From an optimization exercise on the open Yosys and OpenROAD flow, aimed at small area; shortcuts taken in it are not production practice.
Only simulation tests tie the RTL to the original design; equivalence was not proved.
Power is estimated from default activity; no workload was simulated.

$ cat design/flow/design.v
package reg_file_pkg;
  localparam int DATA_W = 32;
  localparam int ADDR_W = 5;
  localparam logic [ADDR_W-1:0] REG_ZERO = 5'd0;
  localparam logic [ADDR_W-1:0] REG_SP   = 5'd29;
  localparam logic [ADDR_W-1:0] REG_RA   = 5'd31;
endpackage
module reg_file_rport
#(
  parameter int DW = reg_file_pkg::DATA_W
) (
  input  logic [30:0]      i_sel,    
  input  logic [31*DW-1:0] i_regs,   
  output logic [DW-1:0]    o_rdata
);
  for (genvar b = 0; b < DW; b++) begin : g_bit
    logic [9:0] nhit;   
    for (genvar k = 0; k < 10; k++) begin : g_tri
      reg_file_aoi222 u_tri (
        .a1 (i_sel[3*k]),   .a2 (i_regs[(3*k)*DW + b]),
        .b1 (i_sel[3*k+1]), .b2 (i_regs[(3*k+1)*DW + b]),
        .c1 (i_sel[3*k+2]), .c2 (i_regs[(3*k+2)*DW + b]),
        .y  (nhit[k])
      );
    end
    reg_file_rcomb u_comb (
      .i_nhit (nhit),
      .i_sel  (i_sel[30]),
      .i_reg  (i_regs[30*DW + b]),
      .o_y    (o_rdata[b])
    );
  end
endmodule
module reg_file_aoi222 (
  input  logic a1, a2, b1, b2, c1, c2,
  output logic y
);
  assign y = ~((a1 & a2) | (b1 & b2) | (c1 & c2));
endmodule
module reg_file_rcomb (
  input  logic [9:0] i_nhit,
  input  logic       i_sel,
  input  logic       i_reg,
  output logic       o_y
);
  assign o_y = ~(&i_nhit) | (i_sel & i_reg);
endmodule
module reg_file
#(
  parameter int DATA_W = reg_file_pkg::DATA_W,
  parameter int ADDR_W = reg_file_pkg::ADDR_W
) (
  input  logic              i_clk,
  input  logic              i_rst,
  input  logic [ADDR_W-1:0] i_raddr_a,
  input  logic [ADDR_W-1:0] i_raddr_b,
  input  logic              i_we,
  input  logic [ADDR_W-1:0] i_waddr,
  input  logic [DATA_W-1:0] i_wdata,
  output logic [DATA_W-1:0] out_a,
  output logic [DATA_W-1:0] out_b,
  output logic [31:0]       wr_cnt
);
  localparam int DEPTH = 2**ADDR_W;
  logic [(DEPTH-1)*DATA_W-1:0] regs_q;          
  logic [DEPTH-1:1]            wsel;            
  logic [DEPTH-1:1]            valid_q;         
  logic [DEPTH-2:0]            sel_a, sel_b;    
  logic [31:0]                 wr_cnt_q;
  logic                        wr_valid;
  assign wr_valid = i_we && (i_waddr != reg_file_pkg::REG_ZERO);
  for (genvar g = 1; g < DEPTH; g++) begin : g_reg
    logic [DATA_W-1:0] data_q;
    logic              valid;
    assign wsel[g] = i_we && (i_waddr == g);
    always_ff @(posedge i_clk) begin
      if (wsel[g]) data_q <= i_wdata;
    end
    always_ff @(posedge i_clk or posedge i_rst) begin
      if (i_rst)        valid <= 1'b0;
      else if (wsel[g]) valid <= 1'b1;
    end
    assign regs_q[(g-1)*DATA_W +: DATA_W] = data_q;
    assign valid_q[g]  = valid;
    assign sel_a[g-1]  = valid && (i_raddr_a == g);
    assign sel_b[g-1]  = valid && (i_raddr_b == g);
  end
  always_ff @(posedge i_clk or posedge i_rst) begin
    if (i_rst)         wr_cnt_q <= '0;
    else if (wr_valid) wr_cnt_q <= wr_cnt_q + 32'd1;
  end
  assign wr_cnt = wr_cnt_q;
  reg_file_rport #(.DW(DATA_W)) u_rport_a (
    .i_sel   (sel_a),
    .i_regs  (regs_q),
    .o_rdata (out_a)
  );
  reg_file_rport #(.DW(DATA_W)) u_rport_b (
    .i_sel   (sel_b),
    .i_regs  (regs_q),
    .o_rdata (out_b)
  );
endmodule
$ cat design/flow/flow/run.sh
#!/bin/bash
# Layout flow: the standard ORFS flow (standard.sh, unchanged synthesis) with these
# changes to how the layout is made:
#  - ports are buffered with buf_1 instead of the default delay-buffer cell,
#  - clock tree synthesis uses clkbuf_8 with mid-size sink clusters and inserts no dummy loads.
# make's full output goes to make.log here; ORFS's own per-step logs stay under orfs/logs.
set -euo pipefail
bash standard.sh \
  "BUFFER_PORTS_ARGS=-buffer_cell sky130_fd_sc_hd__buf_1" \
  "CTS_ARGS=-sink_clustering_enable -repair_clock_nets -dont_use_dummy_load -buf_list sky130_fd_sc_hd__clkbuf_8 -sink_clustering_size 16 -sink_clustering_max_diameter 60" \
  finish > make.log 2>&1
$ cat design/flow/standard.sh
#!/bin/bash
# synth_recipe.tcl (not shown) runs the flow's synth.tcl, then flattens the netlist and writes it again
# the make line also repeats each setting of config.mk as NAME=value (left out here)
make -C /OpenROAD-flow-scripts/flow DESIGN_CONFIG=/design/flow/config.mk WORK_HOME=/design/flow/orfs CLKGATE_MAP_FILE= SYNTH_SCRIPT=/design/flow/synth_recipe.tcl "${@:-finish}"
$ cat design/flow/config.mk
export PLATFORM = sky130hd
export DESIGN_NAME = reg_file
export DESIGN_NICKNAME = reg_file
export VERILOG_FILES = /design/flow/design.v
export SDC_FILE = /design/flow/constraint.sdc
export NUM_CORES = 4
export LEC_CHECK = 0
export CAP_MARGIN = 5
export CORE_MARGIN = 2
export CORE_UTILIZATION = 60
export SETUP_SLACK_MARGIN = 0.1
export SLEW_MARGIN = 5
export SYNTH_HIERARCHICAL = 1
export SYNTH_MINIMUM_KEEP_SIZE = 0
$ cat design/flow/constraint.sdc
create_clock -name core_clock -period 6.0 [get_ports {i_clk}]
set_input_delay 1.2000 -clock core_clock [delete_from_list [all_inputs] [get_ports {i_clk}]]
set_output_delay 1.2000 -clock core_clock [all_outputs]
set_load 0.01 [all_outputs]
==> key figures, run 1 <==
Timing
  – Fin crit share: 0.898
  – Final Hold Vio Count: 0
  – Setup TNS: 0 ns
  – Fmax: 186 MHz
  – Slew @ Worst Pin: 1.42 ns
  – Final setup vio count: 0
  – Fin worst setup slack: 0.610 ns
  – Relative slew slack: 0.0541
  – Final min period: 5.39 ns
  – Unrepaired setup endpoints after global routing: false
  – Skew final: 0.0282 ns
  – Fin. max-slew vios: 0

Global route
  – Vias in the first global route: 30100
  – Initial antenna violation count: 10
  – Largest net degree at the start of global routing: 64
  – Global route overflow: 0
  – Global-route wire length before repair: 220000 um
  – GR Util All Layers: 0.450

Worst setup path
  – Crit path DAT: 4.19 ns
  – Critical Path Fanout Max: 32
  – Worst setup EP type: output port
  – Crit path launch type: input port
  – Worst EP required: 4.80 ns
  – Critical path class: in2out

Final layout
  – Non-Filler Instances: 3422
  – Share of cells above drive strength 1: 0.123
  – Final nets: 2582
  – Commonest non-fill, non-tap cell in the layout: edfxtp_1
  – P&R area growth vs syn: 9.21%
  – Commonest non-fill, non-tap cells in the layout: 992 x edfxtp_1, 640 x a222oi_1, 142 x buf_1
  – Final Instance Area: 45100 um2

CTS
  – Root Driver: clkbuf_8
  – CTS Buf Count: 79
  – Clock sink count: 1055
  – Clk buf depth: 3
  – Cts hold-fix bufs: 0
  – Post-CTS sizing: 0
  – Clock transition at path regs: 0.07 ns
  – H-tree depth: 3
  – CTS tree: built
  – Post-CTS Setup Bufs: 0
  – Clock latency on the worst-skew pair: 0.70 ns

Pwr
  – Worst VDD drop: 0.000216 V
  – Overall Power: 12700 uW
  – PD cells: 281 nW/um2
  – P_leak: 0.0144 uW

Yosys
  – Distinct cell type count after synthesis: 40
  – Share of the synthesized area in the top cell type: 0.722
  – Yosys warns: 7
  – Post-synth ARST share: 0.0597
  – Synth top area cells: edfxtp_1 72%, a222oi_1 16%, dfrtp_1 3.8%, nand4_1 2.1%, a2111o_1 1.7%
  – Post-Syn Instances: 2220
  – Post-synthesis sequential area ratio: 0.760
  – #FFs+latches synth: 1055
  – Post-Syn Area: 41300 um2
  – Syn Nets: 2271
  – Cell taking the most area after synthesis: edfxtp_1
  – Syn Area/Cell: 18.6 um2
  – EDFF count, synth: 992
  – Dominant synthesized flop cell: edfxtp_1

Place
  – Dpl hpwl: 89400 um
  – Routability-driven placement congestion ratio: 0.965
  – Placed Cells: 3330
  – Pre-CTS setup slack: 0.878 ns
  – Port bufs: 145
  – Placed instance area: 43900 um2

Drt
  – Initial DRC count: 8966
  – Vias per cell: 9.06
  – TritonRoute pass-1 iters: 14
  – Routed len/inst: 47.2 um
  – DRC Markers: 0
  – Vias post-DR: 31000
  – Final ANT Viol Nets: 0
  – Detailed Route WL: 161000 um

Floorplanning
  – Core ar.: 68300 um2
  – Die span in y: 266 um
  – Die area: 70900 um2
  – Io pins: 146
  – Row count: 96
  – Starting density of the core: 0.604
  – Die width: 266 um

Worst hold path
  – Hold Path Class: reg2reg

Run
  – Max cap viols: 0

Run status
  – Status: complete, no violations
## area by class of cell
cell class | instances | area [um2]
Clock buffer | 79 | 1090
Antenna cell | 11 | 27.5
Sequential cell | 1055 | 31400
Timing Repair Buffer | 235 | 1320
Inverter | 1 | 3.75
Tap cell | 882 | 1100
Multi-Input combinational cell | 1159 | 10100
Fill cell | 4700 | 23300
## modules after synthesis (local to each module, per instance), excerpt
module	cells inside	times used
reg_file_aoi222	1	640
reg_file	1324	1
reg_file_rcomb	4	64
## worst max-delay path, stage by stage
cell and delay [ns]:
buf_1 0.23, nor2b_1 0.40, and2_1 0.24, and3_2 1.13, a222oi_1 0.29, nand4_1 0.15
a2111o_1 0.32, buf_1 0.22
## cells by family (layout without fill, tap and decap cells)
| kind of cell | after synthesis | count (layout) | synth area share |
|---|---|---|---|
| AO/OA/AOI/OAI | 706 | 706 | 0.174 |
| adder cells (fa/ha/maj) | 1 | 1 | 0.000303 |
| buffers and inverters | 6 | 315 | 0.000970 |
| other | 0 | 11 | 0 |
| flip-flops | 1055 | 1055 | 0.760 |
| AND/OR/NAND/NOR | 421 | 421 | 0.0581 |
| XOR/XNOR | 31 | 31 | 0.00658 |
## worst paths after layout
| kind | startpoint | to | slack [ns] | cells past startpoint |
|---|---|---|---|---|
| max | i_raddr_a[2] | out_a[13] | 0.61 | 8 |
| max reg2reg | wr_cnt_q[0] | wr_cnt_q[28] | 4.10 | 5 |
| min | wr_cnt_q[31] | wr_cnt_q[31] | 0.48 | 1 |
| min in group asynchronous | i_rst | wr_cnt_q[18] | 0.69 | 3 |
| min reg2reg | wr_cnt_q[31] | wr_cnt_q[31] | 0.48 | 1 |
| max in group asynchronous | i_rst | g_reg[24].valid | 4.75 | 3 |
## power breakdown
part | total [uW] | switching (uW) | internal [uW]
Sequential | 8320 | 126 | 8200
Clock | 3390 | 2200 | 1180
Combinational | 952 | 671 | 281
Total | 12700 | 3000 | 9660
## state kept, by name, indices dropped and copies added, names as in the netlist
register and count:
g.data_q 992, wr_cnt_q 32, g.valid 31
## through the flow
stage,util,hold slack [ns]
final,0.659,0.481
after global routing,0.659,0.512
after CTS,0.658,0.482
after detailed placement,0.643,0.464
after global placement,0.643,0.465
after floorplan,-,0.446
## synth_stat cells (3+ instances only)
| library cell | instances |
|---|---|
| and3_1 | 67 |
| nor3_1 | 8 |
| nand4b_1 | 3 |
| nor2b_1 | 10 |
| nand3_1 | 14 |
| nand2_1 | 79 |
| and2_1 | 5 |
| a222oi_1 | 640 |
| xnor2_1 | 20 |
| nand4_1 | 137 |
| and4_1 | 3 |
| xor2_1 | 11 |
| nor3b_1 | 5 |
| nor2_1 | 39 |
| dfrtp_1 | 63 |
| or2_2 | 31 |
| a2111o_1 | 64 |
| edfxtp_1 | 992 |
## metal layers
metal	up-vias	track usage	part of all wire
li1	11500	-	-
met1	15300	0.566	0.31
met2	3475	0.671	0.44
met3	777	0.167	0.18
met4	8	0.269	0.071
met5	-	0	0.00032
==> run 2, diff against run 1 <==
--- a/design/flow/config.mk
+++ b/design/flow/config.mk
@@ -6,9 +6,9 @@
 export NUM_CORES = 4
 export LEC_CHECK = 0
-export CAP_MARGIN = 5
+export CAP_MARGIN = 0
 export CORE_MARGIN = 2
-export CORE_UTILIZATION = 60
+export CORE_UTILIZATION = 70
 export SETUP_SLACK_MARGIN = 0.1
-export SLEW_MARGIN = 5
+export SLEW_MARGIN = 0
 export SYNTH_HIERARCHICAL = 1
 export SYNTH_MINIMUM_KEEP_SIZE = 0
==> key figures, run 2 <==
Timing
  – Fin crit share: 0.937 (+0.0386)
  – Final min period: 5.62 ns (+0.232 ns)
  – Final setup vio count: 0 (unchanged)
  – Fmax: 178 MHz (-4.1%)
  – Slew @ Worst Pin: 1.52 ns (+0.106 ns)
  – Fin. max-slew vios: 21 (+21)
  – Final Hold Vio Count: 0 (unchanged)
  – Relative slew slack: -0.0190 (-0.0731)
  – Fin worst setup slack: 0.378 ns (-0.232 ns)
  – Unrepaired setup endpoints after global routing: false
  – Setup TNS: 0 ns (unchanged)
  – Skew final: 0.0341 ns (+0.00583 ns)

Floorplanning
  – Starting density of the core: 0.711 (+0.107)
  – Row count: 88 (-8.3%)
  – Die area: 60900 um2 (-14%)
  – Core ar.: 58000 um2 (-15%)
  – Io pins: 146 (unchanged)
  – Die span in y: 247 um (-7.3%)
  – Die width: 247 um (-7.3%)

Place
  – Port bufs: 145 (unchanged)
  – Placed Cells: 3211 (-3.6%)
  – Dpl hpwl: 86200 um (-3.6%)
  – Pre-CTS setup slack: 0.885 ns (+0.00770 ns)
  – Routability-driven placement congestion ratio: 1.04 (+7.8%)

Worst setup path
  – Worst R2R Path Depth: 5 (unchanged)
  – Critical path class: in2out
  – Delay-heaviest family, CP: simple AND/OR/NAND/NOR gates
  – Crit path DAT: 4.42 ns (+0.23 ns)
  – CP peak stage delay: 0.98 ns (-0.15 ns)
  – Worst setup EP type: output port
  – Worst path depth: 8 (unchanged)
  – CP max stage cell: and3_2
  – Critical Path Fanout Max: 26 (-19%)
  – CP bufs+invs: 2 (unchanged)
  – Crit path launch type: input port
  – Worst EP required: 4.80 ns (about the same)
  – Crit path cell chain: buf_1 > nor2b_1 > nor2b_1 > and3_2 > a222oi_1 > nand4_1 > a2111o_1 > buf_1

Drt
  – Vias post-DR: 31200 (+0.84%)
  – Initial DRC count: 8600 (-4.1%)
  – Vias per cell: 9.48 (+4.6%)
  – Final ANT Viol Nets: 0 (unchanged)
  – TritonRoute pass-1 iters: 14 (unchanged)
  – Routed len/inst: 46.1 um (-2.2%)
  – Detailed Route WL: 152000 um (-5.7%)
  – DRC Markers: 0 (unchanged)

Yosys
  – Post-synth ARST share: 0.0597 (unchanged)
  – Syn Area/Cell: 18.6 um2 (unchanged)
  – Share of the synthesized area in the top cell type: 0.722 (unchanged)
  – Synth cell count leaders: 992 x edfxtp_1, 640 x a222oi_1, 137 x nand4_1
  – Dominant synthesized flop cell: edfxtp_1
  – Cell taking the most area after synthesis: edfxtp_1
  – Top-count cell post-synth: edfxtp_1
  – Yosys warns: 7 (unchanged)
  – Distinct cell type count after synthesis: 40 (unchanged)
  – EDFF count, synth: 992 (unchanged)
  – Post-Syn Instances: 2220 (unchanged)
  – Post-synthesis sequential area ratio: 0.760 (unchanged)
  – Post-Syn Area: 41300 um2 (unchanged)
  – #FFs+latches synth: 1055 (unchanged)
  – Syn Nets: 2271 (unchanged)
  – Synth top area cells: edfxtp_1 72%, a222oi_1 16%, dfrtp_1 3.8%, nand4_1 2.1%, a2111o_1 1.7%

CTS
  – Post-CTS Setup Bufs: 0 (unchanged)
  – Post-CTS sizing: 0 (unchanged)
  – Clock sink count: 1055 (unchanged)
  – Clk buf depth: 3 (unchanged)
  – Cts hold-fix bufs: 0 (unchanged)
  – H-tree depth: 3 (unchanged)
  – Clock transition at path regs: 0.07 ns (about the same)
  – CTS Buf Count: 76 (-3.8%)
  – Root Driver: clkbuf_8
  – Clock latency on the worst-skew pair: 0.71 ns (about the same)
  – CTS tree: built

Final layout
  – Share of cells above drive strength 1: 0.120 (-0.00288)
  – Final Util: 0.773 (+0.113)
  – Largest registers: g.data_q (992), wr_cnt_q (32), g.valid (31)
  – Final nets: 2576 (-0.23%)
  – Non-Filler Instances: 3298 (-3.6%)
  – Top reg by flops: g.data_q
  – Commonest non-fill, non-tap cell in the layout: edfxtp_1
  – P&R area growth vs syn: 8.68%
  – Largest register FFs: 992 (unchanged)
  – Fill cell count: 3162 (-33%)
  – Commonest non-fill, non-tap cells in the layout: 992 x edfxtp_1, 640 x a222oi_1, 144 x buf_1

Pwr
  – P_leak: 0.0143 uW (-0.29%)
  – Overall Power: 12600 uW (-0.84%)
  – PD cells: 280 nW/um2 (-0.35%)
  – Worst VDD drop: 0.000255 V (+18%)

Run status
  – Failing Checks: capacitance limit, slew limit
  – Status: complete, but fails checks

Run
  – Max cap viols: 1 (+1)

Global route
  – GR Util All Layers: 0.500 (+0.0498)
  – Initial antenna violation count: 10 (unchanged)
  – Vias in the first global route: 30700 (+1.9%)
  – Global route overflow: 0 (unchanged)
  – Largest net degree at the start of global routing: 64 (unchanged)
  – Global-route wire length before repair: 211000 um (-4.2%)

Worst hold path
  – Worst hold stages: 1 (unchanged)
  – Hold Path Class: reg2reg
-- run 2: kinds of logic after synthesis --
family / count (synthesis) / synth area share
flip-flops: 1055 / 0.760
AO/OA/AOI/OAI: 706 / 0.174
XOR/XNOR: 31 / 0.00658
buffers and inverters: 6 / 0.000970
adder cells (fa/ha/maj): 1 / 0.000303
AND/OR/NAND/NOR: 421 / 0.0581
-- run 2: through the flow --
step / instance area, um2 / hold slack (ns)
4_1_cts: 44800 / 0.481
3_5_place_dp: 43700 / 0.461
5_1_grt: 44800 / 0.506
3_3_place_gp: 43700 / 0.458
2_1_floorplan: 41300 / 0.446
6_report: 44800 / 0.482
-- run 2: modules after synthesis, one instance, submodules excluded, a selection --
module / cells / area [um2] / flip-flops and latches
reg_file: 1324 / 33100 / 1055
reg_file_aoi222: 1 / 10.0 / 0
reg_file_rcomb: 4 / 27.5 / 0
-- run 2: path summary, 6_finish.rpt --
path	from	slack [ns]	to
max	i_raddr_a[0]	0.38	out_a[16]
min	wr_cnt_q[31]	0.48	wr_cnt_q[31]
max reg2reg	wr_cnt_q[0]	4.16	wr_cnt_q[28]
min reg2reg	wr_cnt_q[31]	0.48	wr_cnt_q[31]
max in group asynchronous	i_rst	4.73	wr_cnt_q[27]
min in group asynchronous	i_rst	0.69	g_reg[25].valid
-- run 2: metal layers --
layer	track usage	vias to the layer above	wire [um]
met3	0.236	986	31500
met1	0.610	14800	43500
met4	0.352	12	13700
met2	0.704	4012	63300
li1	-	11500	-
met5	0.00899	-	161
-- run 2: final cells by class --
cell class / count / area, um2 / share of cell area
repair buffers: 232 / 1280 / 0.0286
clock buffers: 76 / 1050 / 0.0233
inverters: 1 / 3.75 / 0.0000837
flip-flops and latches: 1055 / 31400 / 0.700
well taps: 765 / 957 / 0.0213
diodes: 10 / 25.0 / 0.000558
multi-input cells: 1159 / 10200 / 0.227
-- run 2: power by group --
group	internal [uW]	switching [uW]
Clock	1140	2170
Combinational	279	647
Sequential	8200	122
==> run 3, diff against run 2 <==
==> design/flow/flow/run.sh (replaced) <==
#!/bin/bash
# Layout flow: the standard ORFS flow (standard.sh, unchanged synthesis) with these
# changes to how the layout is made:
#  - ports are buffered with buf_1 instead of the default delay-buffer cell,
#  - clock tree synthesis uses clkbuf_4 with small sink clusters and inserts no dummy loads.
# make's full output goes to make.log here; ORFS's own per-step logs stay under orfs/logs.
set -euo pipefail
bash standard.sh \
  "BUFFER_PORTS_ARGS=-buffer_cell sky130_fd_sc_hd__buf_1" \
  "CTS_ARGS=-sink_clustering_enable -repair_clock_nets -dont_use_dummy_load -buf_list sky130_fd_sc_hd__clkbuf_4 -sink_clustering_size 10 -sink_clustering_max_diameter 45" \
  finish > make.log 2>&1
--- a/design/flow/config.mk
+++ b/design/flow/config.mk
@@ -6,9 +6,9 @@
 export NUM_CORES = 4
 export LEC_CHECK = 0
-export CAP_MARGIN = 0
+export CAP_MARGIN = 20
 export CORE_MARGIN = 2
-export CORE_UTILIZATION = 70
+export CORE_UTILIZATION = 55
 export SETUP_SLACK_MARGIN = 0.1
-export SLEW_MARGIN = 0
+export SLEW_MARGIN = 20
 export SYNTH_HIERARCHICAL = 1
 export SYNTH_MINIMUM_KEEP_SIZE = 0
==> key figures, run 3 <==
CTS
  – CTS Buf Count: 133 (+75%)
  – Clk buf depth: 3 (unchanged)
  – Post-CTS Setup Bufs: 0 (unchanged)
  – Clock transition at path regs: 0.11 ns (+0.04 ns)
  – CTS tree: built
  – Clock sink count: 1055 (unchanged)
  – Clock latency on the worst-skew pair: 1.04 ns (+0.33 ns)
  – Root Driver: clkbuf_4
  – Cts hold-fix bufs: 0 (unchanged)
  – Post-CTS sizing: 0 (unchanged)
  – H-tree depth: 4 (+1)

Floorplanning
  – Io pins: 146 (unchanged)
  – Row count: 100 (+14%)
  – Die span in y: 278 um (+13%)
  – Die width: 278 um (+13%)
  – Core ar.: 74300 um2 (+28%)
  – Starting density of the core: 0.555 (-0.156)
  – Die area: 77200 um2 (+27%)

Yosys
  – Synth Area in Adders: 0.000303 (unchanged)
  – Share of the synthesized area in the top cell type: 0.722 (unchanged)
  – Mux cell area share after synthesis: 0 (unchanged)
  – Post-synth ARST share: 0.0597 (unchanged)
  – Synth top area cells: edfxtp_1 72%, a222oi_1 16%, dfrtp_1 3.8%, nand4_1 2.1%, a2111o_1 1.7%
  – Syn Nets: 2271 (unchanged)
  – Yosys warns: 7 (unchanged)
  – Top-count cell post-synth: edfxtp_1
  – Post-Syn Area: 41300 um2 (unchanged)
  – Post-synthesis sequential area ratio: 0.760 (unchanged)
  – Synth cell count leaders: 992 x edfxtp_1, 640 x a222oi_1, 137 x nand4_1
  – EDFF count, synth: 992 (unchanged)
  – Dominant synthesized flop cell: edfxtp_1
  – Post-Syn Instances: 2220 (unchanged)
  – Synth Area in Simple Gates: 0.0581 (unchanged)
  – Synth Area in Compound Gates: 0.174 (unchanged)
  – Synth Area in XOR/XNOR: 0.00658 (unchanged)
  – #FFs+latches synth: 1055 (unchanged)
  – Distinct cell type count after synthesis: 40 (unchanged)
  – Cell taking the most area after synthesis: edfxtp_1
  – Syn Area/Cell: 18.6 um2 (unchanged)
  – Largest family of logic cells by synthesized area: compound AO/OA/AOI/OAI gates

Pwr
  – P_leak: 0.0147 uW (+2.9%)
  – PD cells: 276 nW/um2 (-1.6%)
  – Overall Power: 12600 uW (+0.40%)
  – Worst VDD drop: 0.000209 V (-18%)

Place
  – Routability-driven placement congestion ratio: 0.951 (-8.6%)
  – Placed Cells: 3457 (+7.7%)
  – Dpl hpwl: 102000 um (+18%)
  – Pre-CTS setup slack: 0.957 ns (+0.0712 ns)
  – Port bufs: 145 (unchanged)

Worst setup path
  – Critical Path Fanout Max: 32 (+23%)
  – Crit path launch type: input port
  – Worst r2r dst: wr_cnt_q[28]
  – CP bufs+invs: 2 (unchanged)
  – Worst R2R Path Depth: 5 (unchanged)
  – Worst r2r src: wr_cnt_q[1]
  – Critical path class: in2out
  – CP peak stage delay: 1.11 ns (+0.13 ns)
  – Crit path cell chain: buf_1 > nor2b_1 > nor2b_1 > and3_2 > a222oi_1 > nand4_1 > a2111o_1 > buf_1
  – R2R Setup Slk: 4.05 ns (-0.11 ns)
  – Worst setup EP type: output port
  – CP max stage cell: and3_2
  – Delay-heaviest family, CP: simple AND/OR/NAND/NOR gates
  – Crit path DAT: 4.17 ns (-0.25 ns)
  – Worst EP required: 4.80 ns (about the same)

Drt
  – Detailed Route WL: 169000 um (+11%)
  – Initial DRC count: 8719 (+1.4%)
  – Final ANT Viol Nets: 0 (unchanged)
  – TritonRoute pass-1 iters: 13 (-1)
  – Vias per cell: 8.75 (-7.7%)
  – DRC Markers: 0 (unchanged)
  – Vias post-DR: 31500 (+0.94%)
  – Routed len/inst: 47.0 um (+1.8%)

Timing
  – Skew final: 0.0386 ns (+0.00454 ns)
  – Fin worst setup slack: 0.627 ns (+0.249 ns)
  – Unrepaired setup endpoints after global routing: false
  – Final setup vio count: 0 (unchanged)
  – Final Hold Vio Count: 0 (unchanged)
  – Fin crit share: 0.895 (-0.0415)
  – Setup TNS: 0 ns (unchanged)
  – Fmax: 186 MHz (+4.6%)
  – Worst hold margin: 0.391 ns (-0.0905 ns)
  – Relative slew slack: 0.137 (+0.156)
  – Final min period: 5.37 ns (-0.249 ns)
  – Slew @ Worst Pin: 1.30 ns (-0.230 ns)
  – Fin. max-slew vios: 0 (-100%)

Worst hold path
  – Hold Path Class: in2async

Global route
  – Largest net degree at the start of global routing: 64 (unchanged)
  – Global-route wire length before repair: 228000 um (+8.0%)
  – GR Util All Layers: 0.432 (-0.0681)
  – Initial antenna violation count: 11 (+1)
  – Global route overflow: 0 (unchanged)
  – Vias in the first global route: 30400 (-0.71%)

Final layout
  – Non-Filler Instances: 3605 (+9.3%)
  – Register Area: 31400 um2 (unchanged)
  – Final nets: 2676 (+3.9%)
  – Commonest non-fill, non-tap cell in the layout: edfxtp_1
  – Commonest non-fill, non-tap cells in the layout: 992 x edfxtp_1, 640 x a222oi_1, 137 x nand4_1
  – Largest register FFs: 992 (unchanged)
  – Top reg by flops: g.data_q
  – Share of cells above drive strength 1: 0.160 (+0.0396)
  – Multi-input gate area in the final layout: 10200 um2 (about the same)
  – Fill cell count: 5520 (+75%)
  – Largest registers: g.data_q (992), wr_cnt_q (32), g.valid (31)
  – P&R area growth vs syn: 10.9%

Run
  – Max cap viols: 0 (-1)

Run status
  – Status: complete, no violations
run 3: cell counts after synthesis:
No cell type changed its count.
run 3: area by class of cell:
class | count | area share
diodes | 13 | 0.000711
clock buffers | 133 | 0.0218
inverters | 1 | 0.0000821
multi-input cells | 1159 | 0.222
flip-flops and latches | 1055 | 0.686
well taps | 969 | 0.0265
repair buffers | 275 | 0.0433
run 3: cells by family after synthesis:
| group | after synthesis |
|---|---|
| AND/OR/NAND/NOR | 421 |
| XOR/XNOR | 31 |
| flip-flops | 1055 |
| buffers and inverters | 6 |
| adder cells (fa/ha/maj) | 1 |
| AO/OA/AOI/OAI | 706 |
run 3: worst max-delay path by stage:
stage | start | to | slack [ns] | cells after the start
2_1_floorplan | i_waddr[4] | g_reg[20].data_q[0] | 1.78 | 3
3_3_place_gp | i_raddr_a[3] | out_a[9] | 0.97 | 9
3_5_place_dp | i_raddr_a[2] | out_a[9] | 0.96 | 9
4_1_cts | i_raddr_b[4] | out_b[5] | 0.94 | 7
5_1_grt | i_raddr_b[4] | out_b[28] | 0.70 | 7
6_report | i_raddr_a[1] | out_a[9] | 0.63 | 8
run 3: layer usage:
layer  up-vias  track usage  share of wire
li1      11700            -              -
met1     15500        0.551           0.33
met2      3530        0.609           0.42
met3       759        0.185           0.18
met4         9        0.270          0.072
met5         -      0.00750        0.00081
run 3: worst reg2reg max path, delay by kind of cell, from the launching register on:
kind / cells / cell delay [ns]
and+or+nand+nor: 3 / 0.81
xor gates and xnor gates: 1 / 0.21
DFF: 1 / 0.51
adders and majority gates: 1 / 0.33
run 3: report_power, final:
part | internal [uW] | switching (uW)
Sequential | 8190 | 121
Clock | 1020 | 2260
Combinational | 298 | 711
Total | 9520 | 3090
run 3: stage by stage:
step | area [um2] | utilization
finish | 45700 | 0.615
global route | 45700 | 0.615
CTS | 45700 | 0.614
detailed placement | 44700 | 0.601
global placement | 44600 | 0.600
floorplan | 41300 | -
run 3: Yosys stat by module, one instance, submodules excluded, excerpt:
module | cell area [um2] | flops+latches | cells inside
reg_file_rcomb | 27.5 | 0 | 4
reg_file | 33100 | 1055 | 1324
reg_file_aoi222 | 10.0 | 0 | 1
==> run 4, diff against run 3 <==
--- a/design/flow/config.mk
+++ b/design/flow/config.mk
@@ -6,9 +6,9 @@
 export NUM_CORES = 4
 export LEC_CHECK = 0
-export CAP_MARGIN = 20
+export CAP_MARGIN = 0
 export CORE_MARGIN = 2
-export CORE_UTILIZATION = 55
+export CORE_UTILIZATION = 65
 export SETUP_SLACK_MARGIN = 0.1
-export SLEW_MARGIN = 20
+export SLEW_MARGIN = 0
 export SYNTH_HIERARCHICAL = 1
 export SYNTH_MINIMUM_KEEP_SIZE = 0
==> key figures, run 4 <==
CTS
  – CTS tree: built
  – Cts hold-fix bufs: 0 (unchanged)
  – Clk buf depth: 3 (unchanged)
  – Clock sink count: 1055 (unchanged)
  – Root Driver: clkbuf_4
  – Clock transition at path regs: 0.10 ns (about the same)
  – H-tree depth: 4 (unchanged)
  – Post-CTS Setup Bufs: 0 (unchanged)
  – Post-CTS sizing: 0 (unchanged)
  – Clock latency on the worst-skew pair: 1.06 ns (+0.02 ns)
  – CTS Buf Count: 133 (unchanged)

Yosys
  – Post-Syn Area: 41300 um2 (unchanged)
  – Syn Area/Cell: 18.6 um2 (unchanged)
  – Post-Syn Instances: 2220 (unchanged)
  – Share of the synthesized area in the top cell type: 0.722 (unchanged)
  – #FFs+latches synth: 1055 (unchanged)
  – Dominant synthesized flop cell: edfxtp_1
  – Synth cell count leaders: 992 x edfxtp_1, 640 x a222oi_1, 137 x nand4_1
  – Top-count cell post-synth: edfxtp_1
  – Post-synthesis sequential area ratio: 0.760 (unchanged)
  – Post-synth ARST share: 0.0597 (unchanged)
  – Distinct cell type count after synthesis: 40 (unchanged)
  – EDFF count, synth: 992 (unchanged)
  – Syn Nets: 2271 (unchanged)
  – Yosys warns: 7 (unchanged)
  – Synth top area cells: edfxtp_1 72%, a222oi_1 16%, dfrtp_1 3.8%, nand4_1 2.1%, a2111o_1 1.7%
  – Cell taking the most area after synthesis: edfxtp_1

Timing
  – Final min period: 5.36 ns (-0.00870 ns)
  – Fmax: 186 MHz (+0.16%)
  – Relative slew slack: 0.0826 (-0.0539)
  – Final Hold Vio Count: 0 (unchanged)
  – Skew final: 0.0486 ns (+0.00996 ns)
  – Unrepaired setup endpoints after global routing: false
  – Slew @ Worst Pin: 1.38 ns (+0.0809 ns)
  – Setup TNS: 0 ns (unchanged)
  – Worst hold margin: 0.364 ns (-0.0270 ns)
  – Final setup vio count: 0 (unchanged)
  – Fin. max-slew vios: 0 (unchanged)
  – Fin crit share: 0.894 (-0.00145)

Worst setup path
  – Worst path depth: 9 (+1)
  – Crit path cell chain: buf_1 > nor2b_1 > nor2b_1 > and3_2 > buf_4 > a222oi_1 > nand4_1 > a2111o_1 > buf_1
  – Crit path launch type: input port
  – Delay-heaviest family, CP: simple AND/OR/NAND/NOR gates
  – Worst setup EP type: output port
  – CP bufs+invs: 3 (+1)
  – Worst r2r dst: wr_cnt_q[28]
  – CP peak stage delay: 0.79 ns (-0.32 ns)
  – Crit path DAT: 4.16 ns (about the same)
  – Worst r2r src: wr_cnt_q[0]
  – R2R Setup Slk: 4.14 ns (+0.09 ns)
  – Critical Path Fanout Max: 13 (-59%)
  – CP max stage cell: and3_2
  – Worst EP required: 4.80 ns (about the same)
  – Setup crit end: out_a[15]
  – Worst R2R Path Depth: 5 (unchanged)
  – Crit. Startpoint: i_raddr_a[1]
  – Critical path class: in2out

Drt
  – DRC Markers: 0 (unchanged)
  – TritonRoute pass-1 iters: 17 (+4)
  – Initial DRC count: 8812 (+1.1%)
  – Vias post-DR: 31700 (+0.58%)
  – Vias per cell: 9.17 (+4.8%)
  – Final ANT Viol Nets: 0 (unchanged)
  – Routed len/inst: 45.4 um (-3.5%)
  – Detailed Route WL: 157000 um (-7.3%)

Floorplanning
  – Die area: 65500 um2 (-15%)
  – Starting density of the core: 0.655 (+0.100)
  – Die width: 256 um (-7.9%)
  – Die span in y: 256 um (-7.9%)
  – Io pins: 146 (unchanged)
  – Row count: 92 (-8.0%)
  – Core ar.: 63000 um2 (-15%)

Global route
  – Initial antenna violation count: 12 (+1)
  – Global route overflow: 0 (unchanged)
  – Vias in the first global route: 30700 (+0.67%)
  – GR Util All Layers: 0.475 (+0.0430)
  – Global-route wire length before repair: 217000 um (-4.9%)
  – Largest net degree at the start of global routing: 64 (unchanged)

Final layout
  – Share of cells above drive strength 1: 0.144 (-0.0156)
  – P&R area growth vs syn: 9.18%
  – Final nets: 2647 (-1.1%)
  – Top reg by flops: g.data_q
  – Commonest non-fill, non-tap cells in the layout: 992 x edfxtp_1, 640 x a222oi_1, 144 x buf_1
  – Largest registers: g.data_q (992), wr_cnt_q (32), g.valid (31)
  – Largest register FFs: 992 (unchanged)
  – Commonest non-fill, non-tap cell in the layout: edfxtp_1

Run
  – Max cap viols: 0 (unchanged)

Worst hold path
  – Hold Path Class: in2async

Pwr
  – Overall Power: 12500 uW (-0.61%)
  – PD cells: 278 nW/um2 (+0.93%)
  – Worst VDD drop: 0.000257 V (+23%)
  – P_leak: 0.0145 uW (-1.8%)

Place
  – Dpl hpwl: 92000 um (-9.4%)
  – Port bufs: 145 (unchanged)
  – Routability-driven placement congestion ratio: 0.992 (+4.3%)

Run status
  – Status: complete, no violations
-- run 4: cell counts after synthesis --
No cell type changed its count.
-- run 4: worst min path at each step --
| stage | from | end | slack, ns | cells after the start |
|---|---|---|---|---|
| 3_3_place_gp | wr_cnt_q[31] | wr_cnt_q[31] | 0.46 | 1 |
| 3_5_place_dp | g_reg[25].valid | g_reg[25].valid | 0.46 | 1 |
| 5_1_grt | i_rst | wr_cnt_q[24] | 0.40 | 3 |
| 2_1_floorplan | g_reg[10].valid | g_reg[10].valid | 0.45 | 1 |
| 4_1_cts | i_rst | wr_cnt_q[20] | 0.36 | 3 |
| 6_report | i_rst | wr_cnt_q[24] | 0.36 | 3 |
-- run 4: final cells by class --
| cell class | count | area (um2) |
|---|---|---|
| Clock buffer | 133 | 998 |
| Inverter | 1 | 3.75 |
| Antenna cell | 20 | 50.0 |
| Tap cell | 846 | 1060 |
| Timing Repair Buffer | 246 | 1420 |
| Fill cell | 4025 | 17900 |
| Sequential cell | 1055 | 31400 |
| Multi-Input combinational cell | 1159 | 10100 |
-- run 4: metrics by stage --
step,cell area (um2),setup WS (ns),cells,utilization
final,45000,0.636,3460,0.715
after global routing,45000,0.690,3449,0.715
after CTS,45000,0.910,3440,0.715
after detailed placement,44000,0.908,3307,0.699
after global placement,44000,1.01,3307,0.699
after floorplan,41300,1.78,2220,-
-- run 4: kinds of logic after synthesis --
| family | after synthesis | share of synthesized area |
|---|---|---|
| flops | 1055 | 0.760 |
| compound gates | 706 | 0.174 |
| xor+xnor | 31 | 0.00658 |
| simple gates | 421 | 0.0581 |
| buf+inv | 6 | 0.000970 |
| fa+ha+maj | 1 | 0.000303 |
-- run 4: worst min-delay path: cells and delay by family --
kind / cells / cell delay [ns]
buf+inv: 3 / 0.75
-- run 4: modules after synthesis, one instance, submodules excluded, a selection --
module	copies in the design	cells
reg_file	1	1324
reg_file_aoi222	640	1
reg_file_rcomb	64	4
-- run 4: report_power, final --
part	internal [uW]	total (uW)	switching, uW	leakage (uW)
Combinational	280	931	652	0.00414
Sequential	8200	8320	123	0.00973
Clock	1020	3270	2250	0.000612
Total	9500	12500	3030	0.0145
-- run 4: layer usage --
layer | global-route usage | up-vias | routed length (um)
met5 | 0.0292 | - | 272
met4 | 0.310 | 12 | 12300
met3 | 0.231 | 897 | 31600
met2 | 0.655 | 4010 | 65300
met1 | 0.596 | 15100 | 47500
li1 | - | 11700 | -
==> run 5, diff against run 4 <==
--- a/design/flow/design.v
+++ b/design/flow/design.v
@@ -46,4 +46,10 @@
   assign o_y = ~(&i_nhit) | (i_sel & i_reg);
 endmodule
+module reg_file_ao22 (
+  input  logic a1, a2, b1, b2,
+  output logic y
+);
+  assign y = (a1 & a2) | (b1 & b2);
+endmodule
 module reg_file
 #(
@@ -65,4 +71,5 @@
   logic [(DEPTH-1)*DATA_W-1:0] regs_q;          
   logic [DEPTH-1:1]            wsel;            
+  logic [DEPTH-1:1]            nwsel;           
   logic [DEPTH-1:1]            valid_q;         
   logic [DEPTH-2:0]            sel_a, sel_b;    
@@ -71,9 +78,17 @@
   assign wr_valid = i_we && (i_waddr != reg_file_pkg::REG_ZERO);
   for (genvar g = 1; g < DEPTH; g++) begin : g_reg
-    logic [DATA_W-1:0] data_q;
+    logic [DATA_W-1:0] data_q, data_d;
     logic              valid;
-    assign wsel[g] = i_we && (i_waddr == g);
+    assign wsel[g]  = i_we && (i_waddr == g);
+    assign nwsel[g] = ~wsel[g];
+    for (genvar b = 0; b < DATA_W; b++) begin : g_bit
+      reg_file_ao22 u_next (
+        .a1 (wsel[g]),  .a2 (i_wdata[b]),
+        .b1 (nwsel[g]), .b2 (data_q[b]),
+        .y  (data_d[b])
+      );
+    end
     always_ff @(posedge i_clk) begin
-      if (wsel[g]) data_q <= i_wdata;
+      data_q <= data_d;
     end
     always_ff @(posedge i_clk or posedge i_rst) begin
--- a/design/flow/config.mk
+++ b/design/flow/config.mk
@@ -6,9 +6,9 @@
 export NUM_CORES = 4
 export LEC_CHECK = 0
-export CAP_MARGIN = 0
+export CAP_MARGIN = 5
 export CORE_MARGIN = 2
 export CORE_UTILIZATION = 65
 export SETUP_SLACK_MARGIN = 0.1
-export SLEW_MARGIN = 0
+export SLEW_MARGIN = 5
 export SYNTH_HIERARCHICAL = 1
 export SYNTH_MINIMUM_KEEP_SIZE = 0
==> key figures, run 5 <==
Run status
  – Status: complete, no violations

Timing
  – Fmax: 172 MHz (-7.5%)
  – Unrepaired setup endpoints after global routing: false
  – Setup TNS: 0 ns (unchanged)
  – Slew @ Worst Pin: 1.33 ns (-0.0428 ns)
  – Final min period: 5.80 ns (+0.437 ns)
  – Final Hold Vio Count: 0 (unchanged)
  – Final setup vio count: 0 (unchanged)
  – Worst hold margin: 0.353 ns (-0.0110 ns)
  – Relative slew slack: 0.110 (+0.0276)
  – Skew final: 0.0599 ns (+0.0114 ns)
  – Fin. max-slew vios: 0 (unchanged)
  – Fin crit share: 0.967 (+0.0729)

Worst setup path
  – Critical path class: in2out
  – Worst r2r dst: wr_cnt_q[20]
  – Crit path cell chain: buf_1 > and2_0 > and3_1 > buf_4 > a222oi_1 > nand4_1 > a2111o_1 > buf_1
  – Most Frequent Cell on Critical Path: buf_1
  – R2R Setup Slk: 4.03 ns (-0.11 ns)
  – Worst EP required: 4.80 ns (about the same)
  – Critical Path Fanout Max: 18 (+5)
  – Crit path launch type: input port
  – Worst setup EP type: output port
  – CP peak stage delay: 0.70 ns (-0.09 ns)
  – Crit path DAT: 4.60 ns (+0.44 ns)
  – Worst R2R Path Depth: 5 (unchanged)
  – Worst r2r src: wr_cnt_q[2]
  – CP max stage cell: and3_1

Global route
  – Vias in the first global route: 40700 (+33%)
  – Largest net degree at the start of global routing: 64 (unchanged)
  – GR Util All Layers: 0.584 (+0.110)
  – Initial antenna violation count: 16 (+4)
  – Global route overflow: 0 (unchanged)
  – Global-route wire length before repair: 272000 um (+26%)

Place
  – Routability-driven placement congestion ratio: 1.07 (+8.0%)
  – Port bufs: 145 (unchanged)
  – Placed instance area: 43200 um2 (-1.9%)
  – Dpl hpwl: 114000 um (+24%)

CTS
  – Clk buf depth: 3 (unchanged)
  – Clock latency on the worst-skew pair: 1.09 ns (+0.03 ns)
  – H-tree depth: 4 (unchanged)
  – Clock transition at path regs: 0.10 ns (about the same)
  – Clock sink count: 1055 (unchanged)
  – Post-CTS Setup Bufs: 0 (unchanged)
  – Post-CTS sizing: 0 (unchanged)
  – CTS Buf Count: 131 (-1.5%)
  – CTS tree: built
  – Cts hold-fix bufs: 0 (unchanged)
  – Root Driver: clkbuf_4

Drt
  – Initial DRC count: 13500 (+53%)
  – Detailed Route WL: 194000 um (+24%)
  – Routed len/inst: 42.9 um (-5.5%)
  – TritonRoute pass-1 iters: 21 (+4)
  – Final ANT Viol Nets: 0 (unchanged)
  – Vias post-DR: 42900 (+35%)
  – Vias per cell: 9.48 (+3.3%)
  – DRC Markers: 0 (unchanged)

Run
  – Max cap viols: 0 (unchanged)

Yosys
  – Post-synthesis sequential area ratio: 0.535 (-0.225)
  – Dominant synthesized flop cell: dfxtp_1
  – Share of the synthesized area in the top cell type: 0.495 (-0.227)
  – Post-Syn Area: 40100 um2 (-2.8%)
  – Post-synth ARST share: 0.0597 (unchanged)
  – Cell taking the most area after synthesis: dfxtp_1
  – Yosys warns: 7 (unchanged)
  – Syn Area/Cell: 12.3 um2 (-34%)
  – Syn Nets: 3300 (+45%)
  – Distinct cell type count after synthesis: 34 (-15%)
  – Synth top area cells: dfxtp_1 50%, a22o_1 22%, a222oi_1 16%, dfrtp_1 3.9%, nand4_1 2.2%
  – #FFs+latches synth: 1055 (unchanged)
  – Synth cell count leaders: 992 x a22o_1, 992 x dfxtp_1, 640 x a222oi_1
  – EDFF count, synth: 0 (-100%)
  – Post-Syn Instances: 3249 (+46%)

Floorplanning
  – Die area: 63700 um2 (-2.8%)
  – Core ar.: 61400 um2 (-2.5%)
  – Die span in y: 252 um (-1.4%)
  – Starting density of the core: 0.653 (-0.00207)
  – Io pins: 146 (unchanged)
  – Die width: 252 um (-1.4%)
  – Row count: 91 (-1.1%)

Final layout
  – Share of cells above drive strength 1: 0.0924 (-0.0518)
  – Final Util: 0.720 (+0.00512)
  – Top reg by flops: g.data_q
  – Final nets: 3767 (+42%)
  – Largest registers: g.data_q (992), wr_cnt_q (32), g.valid (31)
  – Largest register FFs: 992 (unchanged)
  – P&R area growth vs syn: 10.3%
  – Commonest non-fill, non-tap cells in the layout: 992 x a22o_1, 992 x dfxtp_1, 640 x a222oi_1
  – Final Instance Area: 44200 um2 (-1.8%)

Pwr
  – Internal: 10500 uW (+11%)
  – Switching power: 4630 uW (+53%)
  – PD cells: 342 nW/um2 (+23%)
  – Sequential power share: 0.633 (-0.031)
  – Switching share of power: 0.306 (+0.0645)
  – Overall Power: 15100 uW (+21%)
  – Clock share of power: 0.224 (-0.037)
  – Combinational power share: 0.143 (+0.069)
  – Worst VDD drop: 0.000241 V (-6.1%)
  – P_leak: 0.0188 uW (+30%)

Worst hold path
  – Hold Path Class: in2async
[run 5: cell types whose count changed after synthesis, sizes merged, moves of 4 or more]
cell and change:
nand3 -5, inv +33, nand2 +30, nand2b +28, dfxtp +992, nor2 -23
or2 -27, edfxtp -992, a22o +992, clkbuf +4
[run 5: layout make-up]
cell class | count | area, um2
diodes | 22 | 55.1
clock buffers | 131 | 983
fillers | 4360 | 17200
inverters | 34 | 128
multi-input cells | 2154 | 18500
flip-flops and latches | 1055 | 21400
well taps | 790 | 988
repair buffers | 340 | 2120
[run 5: how the worst max path moves through the flow]
stage	start	endpoint	cells past startpoint
6_report	i_raddr_a[0]	out_a[15]	8
5_1_grt	i_raddr_a[0]	out_a[15]	8
4_1_cts	i_raddr_b[0]	out_b[2]	9
3_5_place_dp	i_raddr_b[0]	out_b[2]	9
3_3_place_gp	i_raddr_b[0]	out_b[2]	9
2_1_floorplan	i_raddr_a[4]	out_a[0]	6
[run 5: metrics by stage]
step | worst slack (ns) | instances
after global placement | 0.760 | 4373
after global routing | 0.369 | 4513
after floorplan | 1.91 | 3249
final | 0.199 | 4526
after CTS | 0.746 | 4504
after detailed placement | 0.769 | 4373
[run 5: cell families (layout without fill, tap and decap cells)]
family          count (synthesis)  count (layout)  synth area share
buf+inv                        40             505           0.00378
compound gates               1699            1699             0.395
other cells                     0              22                 0
flops                        1055            1055             0.535
fa+ha+maj                       1               1          0.000312
xor+xnor                       31              31           0.00677
simple gates                  423             423            0.0588
[run 5: Yosys stat by module, one instance, submodules excluded, excerpt]
module | cells inside | cell area, um2 | copies in the design | flops+latches
reg_file | 1361 | 23200 | 1 | 1055
reg_file_ao22 | 1 | 8.76 | 992 | 0
reg_file_rcomb | 4 | 27.5 | 64 | 0
reg_file_aoi222 | 1 | 10.0 | 640 | 0
[run 5: power groups by stage]
stage	clock [uW]	combinational (uW)	sequential [uW]
final	3380	2170	9590
after global routing	3570	2250	9700
after CTS	3290	2050	9490
after detailed placement	0	2050	9630
after global placement	0	1950	9530
after floorplan	0	1380	9300
[run 5: per-layer routing]
layer  track usage  wire length (um)
met1         0.690             61100
met2         0.762             72200
met3         0.356             40400
met4         0.423             19600
met5        0.0741               732
[run 5: critical path: cells and delay by family]
family	cells	cell delay (ns)
and+or+nand+nor	3	1.72
AOI/OAI and AO/OA	2	0.93
buffers and inverters	3	0.73
==> run 6, diff against run 5 <==
--- a/design/flow/config.mk
+++ b/design/flow/config.mk
@@ -6,9 +6,9 @@
 export NUM_CORES = 4
 export LEC_CHECK = 0
-export CAP_MARGIN = 5
+export CAP_MARGIN = 15
 export CORE_MARGIN = 2
-export CORE_UTILIZATION = 65
+export CORE_UTILIZATION = 60
 export SETUP_SLACK_MARGIN = 0.1
-export SLEW_MARGIN = 5
+export SLEW_MARGIN = 15
 export SYNTH_HIERARCHICAL = 1
 export SYNTH_MINIMUM_KEEP_SIZE = 0
==> key figures, run 6 <==
Timing
  – Final Hold Vio Count: 0 (unchanged)
  – Final setup vio count: 0 (unchanged)
  – Final min period: 5.70 ns (-0.104 ns)
  – Fin. max-slew vios: 16 (+16)
  – Setup TNS: 0 ns (unchanged)
  – Unrepaired setup endpoints after global routing: false
  – Relative slew slack: -0.0410 (-0.151)
  – Fin crit share: 0.950 (-0.0173)
  – Skew final: 0.0522 ns (-0.00772 ns)
  – Slew @ Worst Pin: 1.56 ns (+0.228 ns)
  – Fmax: 176 MHz (+1.8%)

Worst setup path
  – Critical Path Fanout Max: 15 (-3)
  – Worst EP required: 4.80 ns (about the same)
  – Worst setup EP type: output port
  – Crit path DAT: 4.50 ns (-0.10 ns)
  – Crit path cell chain: buf_1 > nor2_1 > and3_1 > buf_4 > a222oi_1 > nand4_1 > a2111o_1 > buf_1
  – CP peak stage delay: 1.33 ns (+0.63 ns)
  – Critical path class: in2out
  – Crit path launch type: input port
  – CP max stage cell: and3_1
  – Most Frequent Cell on Critical Path: buf_1

Final layout
  – Largest register FFs: 992 (unchanged)
  – Top reg by flops: g.data_q
  – P&R area growth vs syn: 10.2%
  – Share of cells above drive strength 1: 0.0895 (-0.00285)
  – Commonest non-fill, non-tap cells in the layout: 992 x a22o_1, 992 x dfxtp_1, 640 x a222oi_1
  – Largest registers: g.data_q (992), wr_cnt_q (32), g.valid (31)
  – Multi-input gate area in the final layout: 18500 um2 (about the same)
  – Final Util: 0.669 (-0.0512)
  – Register Area: 21400 um2 (unchanged)
  – Final nets: 3751 (-0.42%)
  – Fill cell count: 5063 (+16%)

Floorplanning
  – Row count: 94 (+3.3%)
  – Die width: 262 um (+4.0%)
  – Die area: 68900 um2 (+8.2%)
  – Starting density of the core: 0.607 (-0.0456)
  – Io pins: 146 (unchanged)
  – Die span in y: 262 um (+4.0%)
  – Core ar.: 66000 um2 (+7.5%)

Place
  – Dpl hpwl: 113000 um (-0.91%)
  – Routability-driven placement congestion ratio: 1.01 (-5.4%)
  – Port bufs: 145 (unchanged)

Drt
  – Final ANT Viol Nets: 0 (unchanged)
  – Vias per cell: 9.28 (-2.1%)
  – Top Metal Used: met5
  – Met3 Wirelength: 37900 um (-6.1%)
  – Vias post-DR: 42400 (-1.1%)
  – Routed len/inst: 42.9 um (about the same)
  – DRT met1 WL: 62300 um (+1.9%)
  – TritonRoute pass-1 iters: 15 (-29%)
  – DRC Markers: 0 (unchanged)
  – Initial DRC count: 11700 (-13%)
  – Metal2 WL: 75100 um (+4.1%)
  – Detailed Route WL: 196000 um (+1.1%)

CTS
  – Post-CTS Setup Bufs: 0 (unchanged)
  – Clk buf depth: 3 (unchanged)
  – Clock latency on the worst-skew pair: 1.05 ns (-0.04 ns)
  – Root Driver: clkbuf_4
  – Clock transition at path regs: 0.12 ns (+0.02 ns)
  – Post-CTS sizing: 0 (unchanged)
  – CTS Buf Count: 135 (+3.1%)
  – H-tree depth: 4 (unchanged)
  – Cts hold-fix bufs: 0 (unchanged)
  – Clock sink count: 1055 (unchanged)
  – CTS tree: built

Yosys
  – Post-Syn Instances: 3249 (unchanged)
  – Syn Area/Cell: 12.3 um2 (unchanged)
  – Syn Nets: 3300 (unchanged)
  – Cell taking the most area after synthesis: dfxtp_1
  – Post-synth ARST share: 0.0597 (unchanged)
  – Post-synthesis sequential area ratio: 0.535 (unchanged)
  – Synth top area cells: dfxtp_1 50%, a22o_1 22%, a222oi_1 16%, dfrtp_1 3.9%, nand4_1 2.2%
  – Dominant synthesized flop cell: dfxtp_1
  – Yosys warns: 7 (unchanged)
  – Synth cell count leaders: 992 x a22o_1, 992 x dfxtp_1, 640 x a222oi_1
  – Share of the synthesized area in the top cell type: 0.495 (unchanged)
  – Post-Syn Area: 40100 um2 (unchanged)
  – #FFs+latches synth: 1055 (unchanged)
  – Distinct cell type count after synthesis: 34 (unchanged)
  – EDFF count, synth: 0 (unchanged)

Global route
  – Largest net degree at the start of global routing: 64 (unchanged)
  – GR Util All Layers: 0.541 (-0.0434)
  – Vias in the first global route: 40200 (-1.1%)
  – Initial antenna violation count: 19 (+3)
  – Global route overflow: 0 (unchanged)
  – Global-route wire length before repair: 275000 um (+0.91%)

Run status
  – Status: complete, but fails checks
  – Failing Checks: capacitance limit, slew limit

Run
  – Max cap viols: 1 (+1)

Pwr
  – PD cells: 343 nW/um2 (about the same)
  – P_leak: 0.0187 uW (-0.44%)
  – Worst VDD drop: 0.000206 V (-14%)

Worst hold path
  – Hold Path Class: in2async
==> run 6: kinds of logic after synthesis <==
kind of cell	count (synthesis)	synth area share
xor gates and xnor gates	31	0.00677
buffers and inverters	40	0.00378
and+or+nand+nor	423	0.0588
DFF	1055	0.535
adders and majority gates	1	0.000312
AOI/OAI and AO/OA	1699	0.395
==> run 6: area by class of cell <==
| type | count | share of cell area |
|---|---|---|
| Sequential cell | 1055 | 0.485 |
| Multi-Input combinational cell | 2154 | 0.419 |
| Timing Repair Buffer | 320 | 0.0447 |
| Tap cell | 864 | 0.0245 |
| Clock buffer | 135 | 0.0230 |
| Inverter | 34 | 0.00289 |
| Antenna cell | 11 | 0.000623 |
==> run 6: stage by stage <==
stage / hold slack [ns] / instances / area (um2) / power, uW / worst slack [ns]
floorplan: 0.440 / 3249 / 40100 / 10700 / 1.91
global placement: 0.461 / 4424 / 43000 / 11500 / 0.812
detailed placement: 0.465 / 4426 / 43100 / 11700 / 0.774
CTS: 0.367 / 4561 / 44100 / 14900 / 0.756
global route: 0.412 / 4567 / 44100 / 15500 / 0.413
finish: 0.390 / 4573 / 44200 / 15100 / 0.302
==> run 6: power breakdown <==
| group | internal [uW] | switching, uW | leakage, uW |
|---|---|---|---|
| clock | 1040 | 2380 | 0.000621 |
| sequential | 8390 | 1170 | 0.00903 |
| combinational | 1100 | 1050 | 0.00907 |
==> run 6: Yosys stat by module (local to each module, per instance), excerpt <==
module / cell area (um2) / flops+latches / cells inside / copies in the design
reg_file: 23200 / 1055 / 1361 / 1
reg_file_rcomb: 27.5 / 0 / 4 / 64
reg_file_ao22: 8.76 / 0 / 1 / 992
reg_file_aoi222: 10.0 / 0 / 1 / 640
==> run 6: final timing paths <==
check | end | from | slack [ns] | cells past startpoint
max | out_a[6] | i_raddr_a[1] | 0.30 | 8
min | g_reg[22].valid | i_rst | 0.39 | 3
max reg2reg | wr_cnt_q[26] | wr_cnt_q[3] | 4.08 | 5
min reg2reg | wr_cnt_q[31] | wr_cnt_q[31] | 0.48 | 1
max in group asynchronous | g_reg[11].valid | i_rst | 4.94 | 3
min in group core_clock | wr_cnt_q[31] | wr_cnt_q[31] | 0.48 | 1
==> run 6: worst max-delay path, delay by kind of cell <==
| family | cells | cell delay, ns |
|---|---|---|
| compound gates | 2 | 0.33 |
| buf+inv | 3 | 0.72 |
| simple gates | 3 | 2.22 |
==> run 6: metal layers <==
layer / vias up / GRT usage
met5: - / 0.0201
met1: 20000 / 0.628
met4: 18 / 0.444
met3: 1519 / 0.279
met2: 4991 / 0.738
li1: 15900 / -
==> run 7, diff against run 6 <==
==> design/flow/flow/run.sh (replaced) <==
#!/bin/bash
# Layout flow: the standard ORFS flow (standard.sh, unchanged synthesis) with these
# changes to how the layout is made:
#  - ports are buffered with buf_1 instead of the default delay-buffer cell,
#  - clock tree synthesis uses clkbuf_8 with mid-size sink clusters and inserts no dummy loads.
# make's full output goes to make.log here; ORFS's own per-step logs stay under orfs/logs.
set -euo pipefail
bash standard.sh \
  "BUFFER_PORTS_ARGS=-buffer_cell sky130_fd_sc_hd__buf_1" \
  "CTS_ARGS=-sink_clustering_enable -repair_clock_nets -dont_use_dummy_load -buf_list sky130_fd_sc_hd__clkbuf_8 -sink_clustering_size 16 -sink_clustering_max_diameter 60" \
  finish > make.log 2>&1
--- a/design/flow/config.mk
+++ b/design/flow/config.mk
@@ -6,9 +6,9 @@
 export NUM_CORES = 4
 export LEC_CHECK = 0
-export CAP_MARGIN = 15
+export CAP_MARGIN = 5
 export CORE_MARGIN = 2
 export CORE_UTILIZATION = 60
 export SETUP_SLACK_MARGIN = 0.1
-export SLEW_MARGIN = 15
+export SLEW_MARGIN = 5
 export SYNTH_HIERARCHICAL = 1
 export SYNTH_MINIMUM_KEEP_SIZE = 0
==> key figures, run 7 <==
Final layout
  – Largest register FFs: 992 (unchanged)
  – Top reg by flops: g.data_q
  – Commonest non-fill, non-tap cells in the layout: 992 x a22o_1, 992 x dfxtp_1, 640 x a222oi_1
  – Largest registers: g.data_q (992), wr_cnt_q (32), g.valid (31)
  – P&R area growth vs syn: 10.2% (about the same)
  – Share of cells above drive strength 1: 0.0739 (-0.0156)
  – Final nets: 3691 (-1.6%)

CTS
  – Root Driver: clkbuf_8
  – Post-CTS sizing: 0 (unchanged)
  – Clock latency on the worst-skew pair: 0.75 ns (-0.30 ns)
  – Clock transition at path regs: 0.09 ns (-0.03 ns)
  – CTS Buf Count: 78 (-42%)
  – H-tree depth: 3 (-1)
  – Clock sink count: 1055 (unchanged)
  – Clk buf depth: 3 (unchanged)
  – CTS tree: built
  – Post-CTS Setup Bufs: 0 (unchanged)
  – Cts hold-fix bufs: 0 (unchanged)

Timing
  – Final Hold Vio Count: 0 (unchanged)
  – Unrepaired setup endpoints after global routing: false
  – Fin. max-slew vios: 36 (+20)
  – Worst hold margin: 0.480 ns (+0.0907 ns)
  – Relative slew slack: -0.0324 (+0.00859)
  – Final setup vio count: 0 (unchanged)
  – Fmax: 177 MHz (+0.74%)
  – Setup TNS: 0 ns (unchanged)
  – Fin worst setup slack: 0.344 ns (+0.0420 ns)
  – Final min period: 5.66 ns (-0.0420 ns)
  – Slew @ Worst Pin: 1.55 ns (-0.0129 ns)
  – Fin crit share: 0.943 (-0.00700)
  – Skew final: 0.0110 ns (-0.0412 ns)

Yosys
  – Synth top area cells: dfxtp_1 50%, a22o_1 22%, a222oi_1 16%, dfrtp_1 3.9%, nand4_1 2.2%
  – Mux cell area share after synthesis: 0 (unchanged)
  – Syn Area/Cell: 12.3 um2 (unchanged)
  – Post-Syn Instances: 3249 (unchanged)
  – Synth Area in XOR/XNOR: 0.00677 (unchanged)
  – Synth Area in Adders: 0.000312 (unchanged)
  – Post-synthesis sequential area ratio: 0.535 (unchanged)
  – EDFF count, synth: 0 (unchanged)
  – Dominant synthesized flop cell: dfxtp_1
  – Distinct cell type count after synthesis: 34 (unchanged)
  – Synth Area in Compound Gates: 0.395 (unchanged)
  – Syn Nets: 3300 (unchanged)
  – Post-Syn Area: 40100 um2 (unchanged)
  – Synth cell count leaders: 992 x a22o_1, 992 x dfxtp_1, 640 x a222oi_1
  – Post-synth ARST share: 0.0597 (unchanged)
  – Share of the synthesized area in the top cell type: 0.495 (unchanged)
  – Synth Area in Simple Gates: 0.0588 (unchanged)
  – Largest family of logic cells by synthesized area: compound AO/OA/AOI/OAI gates
  – #FFs+latches synth: 1055 (unchanged)
  – Cell taking the most area after synthesis: dfxtp_1
  – Yosys warns: 7 (unchanged)

Drt
  – DRT met1 WL: 61900 um (-0.62%)
  – Top Metal Used: met5
  – Metal2 WL: 74000 um (-1.4%)
  – Final ANT Viol Nets: 0 (unchanged)
  – DRC Markers: 0 (unchanged)
  – Detailed Route WL: 194000 um (-1.2%)
  – Initial DRC count: 10800 (-7.8%)
  – Routed len/inst: 42.9 um (+0.11%)
  – Met3 Wirelength: 37200 um (-2.1%)
  – Vias per cell: 9.18 (-0.99%)
  – TritonRoute pass-1 iters: 17 (+2)
  – Vias post-DR: 41500 (-2.2%)

Worst setup path
  – Crit path launch type: input port
  – Critical path class: in2out
  – Crit path DAT: 4.46 ns (-0.04 ns)
  – Worst EP required: 4.80 ns (about the same)
  – Critical Path Fanout Max: 17 (+2)
  – Worst setup EP type: output port

Place
  – Pre-CTS setup slack: 0.763 ns (-0.0113 ns)
  – Port bufs: 145 (unchanged)
  – Routability-driven placement congestion ratio: 1.01 (unchanged)
  – Dpl hpwl: 113000 um (-0.55%)

Run
  – Max cap viols: 2 (+1)

Run status
  – Status: complete, but fails checks
  – Failing Checks: capacitance limit, slew limit

Floorplanning
  – Core ar.: 66000 um2 (unchanged)
  – Die width: 262 um (unchanged)
  – Die area: 68900 um2 (unchanged)
  – Io pins: 146 (unchanged)
  – Row count: 94 (unchanged)
  – Die span in y: 262 um (unchanged)
  – Starting density of the core: 0.607 (unchanged)

Global route
  – Global route overflow: 0 (unchanged)
  – Largest net degree at the start of global routing: 64 (unchanged)
  – Initial antenna violation count: 20 (+1)
  – Vias in the first global route: 39700 (-1.2%)
  – GR Util All Layers: 0.535 (-0.00657)
  – Global-route wire length before repair: 273000 um (-0.71%)

Pwr
  – Worst VDD drop: 0.000270 V (+31%)
  – P_leak: 0.0186 uW (-0.43%)
  – PD cells: 344 nW/um2 (+0.46%)

Worst hold path
  – Hold Path Class: reg2reg
run 7: changes by cell type in the layout (fill, tap and decap cells not counted), sizes merged:
cell,previous run,this run
diode,11,13
clkinv,1,0
buf,314,311
inv,33,34
clkbuf,141,84
run 7: Yosys stat by module, one instance, submodules excluded, excerpt:
module | area (um2) | cells | times used | flip-flops and latches
reg_file_ao22 | 8.76 | 1 | 992 | 0
reg_file_aoi222 | 10.0 | 1 | 640 | 0
reg_file_rcomb | 27.5 | 4 | 64 | 0
reg_file | 23200 | 1361 | 1 | 1055
run 7: cells by family after synthesis:
family | count (synthesis)
buf+inv | 40
xor+xnor | 31
fa+ha+maj | 1
simple gates | 423
flops | 1055
compound gates | 1699
run 7: path summary, 6_finish.rpt:
check / cells after the start / slack (ns) / end / from
setup / recovery: 8 / 0.34 / out_a[23] / i_raddr_a[4]
hold / removal: 1 / 0.48 / wr_cnt_q[31] / wr_cnt_q[31]
setup reg to reg: 5 / 4.08 / wr_cnt_q[31] / wr_cnt_q[2]
hold reg to reg: 1 / 0.48 / wr_cnt_q[31] / wr_cnt_q[31]
max in group asynchronous: 3 / 4.68 / g_reg[27].valid / i_rst
min in group asynchronous: 3 / 0.70 / wr_cnt_q[5] / i_rst
run 7: worst max-delay path, stage by stage:
cell	delay [ns]
buf_1	0.39
and3b_1	0.33
and3_1	1.16
buf_4	0.52
a222oi_1	0.17
nand4_1	0.33
a2111o_1	0.18
buf_1	0.17
run 7: per-layer routing:
| layer | GRT usage | up-vias |
|---|---|---|
| li1 | - | 15700 |
| met1 | 0.627 | 19600 |
| met2 | 0.730 | 4671 |
| met3 | 0.264 | 1459 |
| met4 | 0.441 | 16 |
| met5 | 0.0159 | - |
run 7: layout make-up:
cell class	instances	area (um2)
Timing Repair Buffer	317	1910
Inverter	34	128
Clock buffer	78	1070
Multi-Input combinational cell	2154	18500
Antenna cell	13	32.5
Tap cell	864	1080
Sequential cell	1055	21400
Fill cell	5016	21800
run 7: metrics by stage:
| stage | instances | instance area [um2] | utilization | total power [uW] |
|---|---|---|---|---|
| 2_1_floorplan | 3249 | 40100 | - | 10700 |
| 3_3_place_gp | 4424 | 43000 | 0.652 | 11500 |
| 3_5_place_dp | 4424 | 43000 | 0.652 | 11700 |
| 4_1_cts | 4502 | 44100 | 0.669 | 15000 |
| 5_1_grt | 4509 | 44100 | 0.669 | 15600 |
| 6_report | 4515 | 44200 | 0.669 | 15200 |
run 7: power breakdown:
group          leakage, uW  total [uW]  internal [uW]  switching (uW)
clock network     0.000561        3490           1170            2320
logic              0.00905        2150           1100            1050
registers          0.00903        9550           8390            1160

## port drivers added, routing unchanged
How much do the figures lean on ideal ports? The routed layouts below were timed once more, with nothing changed but the port constraints. Step 1 sets driving cells, clkbuf_16 on the clock port and buf_2 on the other inputs (assumed; they add their load-dependent delay and slew). Step 2 times the ports against the registers' clock, not the clock port: input delays grow and output delays shrink by t, the midpoint of the rising clock arrivals with the driver on. Three values: ideal ports, drivers, drivers and shift; two values: the first two.
| run | shift t [ns] | slack for setup (ns) | hold slack, ns |
|---|---|---|---|
| run 1 | 0.776 | 0.610 / 0.577 / 0.577 | 0.481 / 0.481 / 0.481 |
| run 2 | 0.768 | 0.378 / 0.356 / 0.356 | 0.482 / 0.482 / 0.482 |
| run 3 | 1.095 | 0.627 / 0.583 / 0.583 | 0.391 / 0.343 / 0.484 |
| run 4 | 1.103 | 0.636 / 0.613 / 0.613 | 0.364 / 0.319 / 0.476 |
| run 5 | 1.147 | 0.199 / 0.178 / 0.178 | 0.353 / 0.309 / 0.484 |
| run 6 | 1.111 | 0.302 / 0.277 / 0.277 | 0.390 / 0.345 / 0.481 |
| run 7 | 0.801 | 0.344 / 0.308 / 0.308 | 0.480 / 0.480 / 0.480 |
For run 3, which loses most, drivers alone change the setup slack by -0.044 ns; drivers and shift together by -0.044 ns.
